Source: an optimization exercise on an open RTL-to-GDS flow (aim: small area and a short achievable clock period). Production flows keep margins and buffers that such runs may drop. Only simulation tests tie the RTL to the original design; equivalence was not proved. Power is estimated from default activity; no workload was simulated.

==> run a: inputs <==
## bmu_top
module bmu_top #(
  parameter bit ZBA_EN = 1'b1,
  parameter bit ZBB_EN = 1'b1,
  parameter bit ZBS_EN = 1'b1,
  parameter bit ZBP_EN = 1'b1
) (
  input  logic        clk,
  input  logic        rst_n,
  input  logic        valid_in,
  input  logic [5:0]  op,
  input  logic        csr_ren,
  input  logic [31:0] csr_rddata,
  input  logic [31:0] a,
  input  logic [31:0] b,
  output logic [31:0] result,
  output logic        error
);
Settings: LEC_CHECK=0, ABC_AREA=1, CAP_MARGIN=10, CORE_MARGIN=2, CORE_UTILIZATION=40, PLACE_DENSITY=0.6, SETUP_SLACK_MARGIN=3.0, SLEW_MARGIN=10; clock period 7.5 ns.
standard.sh (not shown) runs the stock make flow with config.mk's settings and CLKGATE_MAP_FILE= SYNTH_SCRIPT=/design/flow/synth_recipe.tcl, a recipe that flattens the netlist after the stock synthesis.
==> flow/flow/run.sh <==
#!/bin/bash
# The standard layout (standard.sh), with these changes made on its make
# command line / environment:
#  - ADDER_MAP_FILE is left empty, so synthesis does not extract full and
#    half adder cells and ABC maps the adder and popcount trees from gates;
#    the rest of synth_recipe.tcl runs unchanged, so the registers and their
#    names are the standard synthesis's
#  - ports are buffered with sky130_fd_sc_hd__buf_2 instead of the default
#    delay buffer
#  - the steps up to clock tree synthesis repair timing to the setup margin
#    of config.mk; routing and the steps after it repair to a margin of
#    flow/late_margin only
set -euo pipefail
LATE=$(cat flow/late_margin)
sed 's#SYNTH_SCRIPT=#ADDER_MAP_FILE= SYNTH_SCRIPT=#' standard.sh > flow_standard.sh
grep -q "ADDER_MAP_FILE= SYNTH_SCRIPT=" flow_standard.sh
sed "s#SETUP_SLACK_MARGIN=[^ ]*#SETUP_SLACK_MARGIN=$LATE#" flow_standard.sh > flow_standard_late.sh
grep -q "SETUP_SLACK_MARGIN=$LATE " flow_standard_late.sh
export BUFFER_PORTS_ARGS="-buffer_cell sky130_fd_sc_hd__buf_2"
bash flow_standard.sh cts > flow_make_early.log 2>&1
bash flow_standard_late.sh > flow_make_late.log 2>&1
==> flow/flow/late_margin <==
0.5
==> run b: changes against run a <==
--- a/flow/design.v
+++ b/flow/design.v
@@ -127,38 +127,34 @@
   assign o_orcb  = d[32];
   assign o_bset  = d[33];
   assign o_bclr  = d[34];
   assign o_binv  = d[35];
   assign o_bext  = d[36];
   assign o_csrw  = d[37];
   assign o_csrwi = d[38];
-  logic shx, sh1, sh2, sh3, eoh, inv, cin, cmp_s;
-  assign shx   = op[4] & ~op[3];
-  assign sh1   = shx & ~op[1] & ~op[0];
-  assign sh2   = shx & op[0];
-  assign sh3   = shx & op[1];
-  assign eoh   = op[5];
-  assign inv   = op[3] | (~op[4] & ~op[2] & ~op[0]) | (op[2] & ~op[1] & ~op[0]) |
-                 (~op[5] & ~op[2] & op[1] & op[0]);
-  assign cin   = op[3] | (~op[4] & ~op[0]) | (op[1] & op[0]);
-  assign cmp_s = op[4] ? ~op[1] : op[0];
-  logic mn, mx, kc, k1, k2;
+  logic cmp, cmp_s, mn, mx, shx, eoh, inv, cin, kc, k1, k2;
   assign mn    = o_min | o_minu;
   assign mx    = o_max | o_maxu;
-  assign kc    = o_add | o_sub | o_sh1 | o_sh2 | o_sh3;
+  assign cmp_s = o_slt | o_min | o_max;
+  assign cmp   = cmp_s | o_sltu | o_minu | o_maxu;
+  assign shx   = o_sh1 | o_sh2 | o_sh3;
+  assign eoh   = o_bset | o_bclr | o_binv;
+  assign inv   = o_sub | cmp | o_andn | o_orn | o_xnor | o_bclr;
+  assign cin   = inv;
+  assign kc    = o_add | o_sub | shx;
   assign k1    = o_and | o_andn | o_or | o_orn | o_bset | o_bclr;
   assign k2    = kc | o_xor | o_xnor | o_or | o_orn | o_bset | o_binv;
   logic [4:0]  s;
   logic [31:0] oh, am, bm, p, g, c, x;
   assign s = b[4:0];
   always_comb begin
     for (int i = 0; i < 32; i++) begin
       oh[i] = (s == i[4:0]);
-      am[i] = (a[i] & ~shx) | ((i >= 1) ? (a[(i+31)%32] & sh1) : 1'b0) |
-              ((i >= 2) ? (a[(i+30)%32] & sh2) : 1'b0) | ((i >= 3) ? (a[(i+29)%32] & sh3) : 1'b0);
+      am[i] = (a[i] & ~shx) | ((i >= 1) ? (a[(i+31)%32] & o_sh1) : 1'b0) |
+              ((i >= 2) ? (a[(i+30)%32] & o_sh2) : 1'b0) | ((i >= 3) ? (a[(i+29)%32] & o_sh3) : 1'b0);
       bm[i] = (eoh ? oh[i] : b[i]) ^ inv;
     end
   end
   assign p = am ^ bm;
   assign g = am & bm;
   always_comb begin
     for (int i = 0; i < 32; i++) begin
@@ -181,15 +177,15 @@
       cp[i] = (a[i] & ((i < 8) ? pa_lo8 : (i < 16) ? pa_lo16 : pa_hi)) |
               (b[i] & ((i < 16) ? pb_lo : pb_hi));
     end
   end
   logic        left;
   logic [4:0]  r;
   logic [31:0] rot0, rot1, rot2, rot3, rot4, rot;
-  assign left = ~op[2] | (op[1] & ~op[0]);
+  assign left = o_sll | o_rol;
   assign r[0] = s[0];
   assign r[1] = s[1] ^ (left & s[0]);
   assign r[2] = s[2] ^ (left & (|s[1:0]));
   assign r[3] = s[3] ^ (left & (|s[2:0]));
   assign r[4] = s[4] ^ (left & (|s[3:0]));
   assign rot0 = r[0] ? {a[0], a[31:1]} : a;
   assign rot1 = r[1] ? {rot0[1:0], rot0[31:2]} : rot0;
==> flow/run.sh (new file) <==
#!/bin/bash
# synth_recipe.tcl (not shown) runs the flow's synth.tcl, then flattens the netlist and writes it again
# the make line also repeats each setting of config.mk as NAME=value (left out here)
make -C /OpenROAD-flow-scripts/flow DESIGN_CONFIG=/design/flow/config.mk WORK_HOME=/design/flow/orfs CLKGATE_MAP_FILE= SYNTH_SCRIPT=/design/flow/synth_recipe.tcl finish
- CAP_MARGIN: 10 -> 20
- SETUP_SLACK_MARGIN: 3.0 -> not set
- SLEW_MARGIN: 10 -> 20
removed: flow/flow/run.sh
removed: flow/flow/late_margin
removed: flow/standard.sh
==> notes <==
- Of run b and run a, run b has the higher utilization (gap 1.5 points).
- In run b the via count is lower than in run a, by about 7%.
- Of run b and run a, run a has the higher fmax (gap about 36%, measured against run a).
- Count of clock-buffer cells in the layout is the same in run a and run b.
- In run a the sequential share of layout area is lower than in run b, by 0.054 points.
- Between run b and run a, the lower clock power is in run b (gap about 4%, measured against run a).

[re-timing with driven ports]
No port has a modelled driver above. Below, the same layouts with a new extraction and two added sets of constraints.
Step 1, drivers: a clkbuf_16 drives clk and a buf_2 each remaining input, both assumed.
Step 2 also shifts input and output timing later by t, the mid clock arrival at the registers, as if the neighbouring blocks saw the same clock.
Three values: ideal, step 1, step 2; two values: the first two.
run | shift t [ns] | setup slack, ns | worst setup path after step 2 | latest minus earliest clock arrival (ns) | slew at the worst register clock pin (ns)
run a | 0.341 | 2.792 / 2.815 / 2.474 | input to register | 0.014 / 0.013 | 0.07 / 0.07
run b | 0.337 | 0.189 / 0.203 / -0.133 | input to register | 0.007 / 0.007 | 0.06 / 0.06
With both steps, setup timing fails in run b, where it was met with ideal ports. The setup slack of run b, which loses most, moves by +0.014 ns with the drivers and by -0.322 ns with both steps.
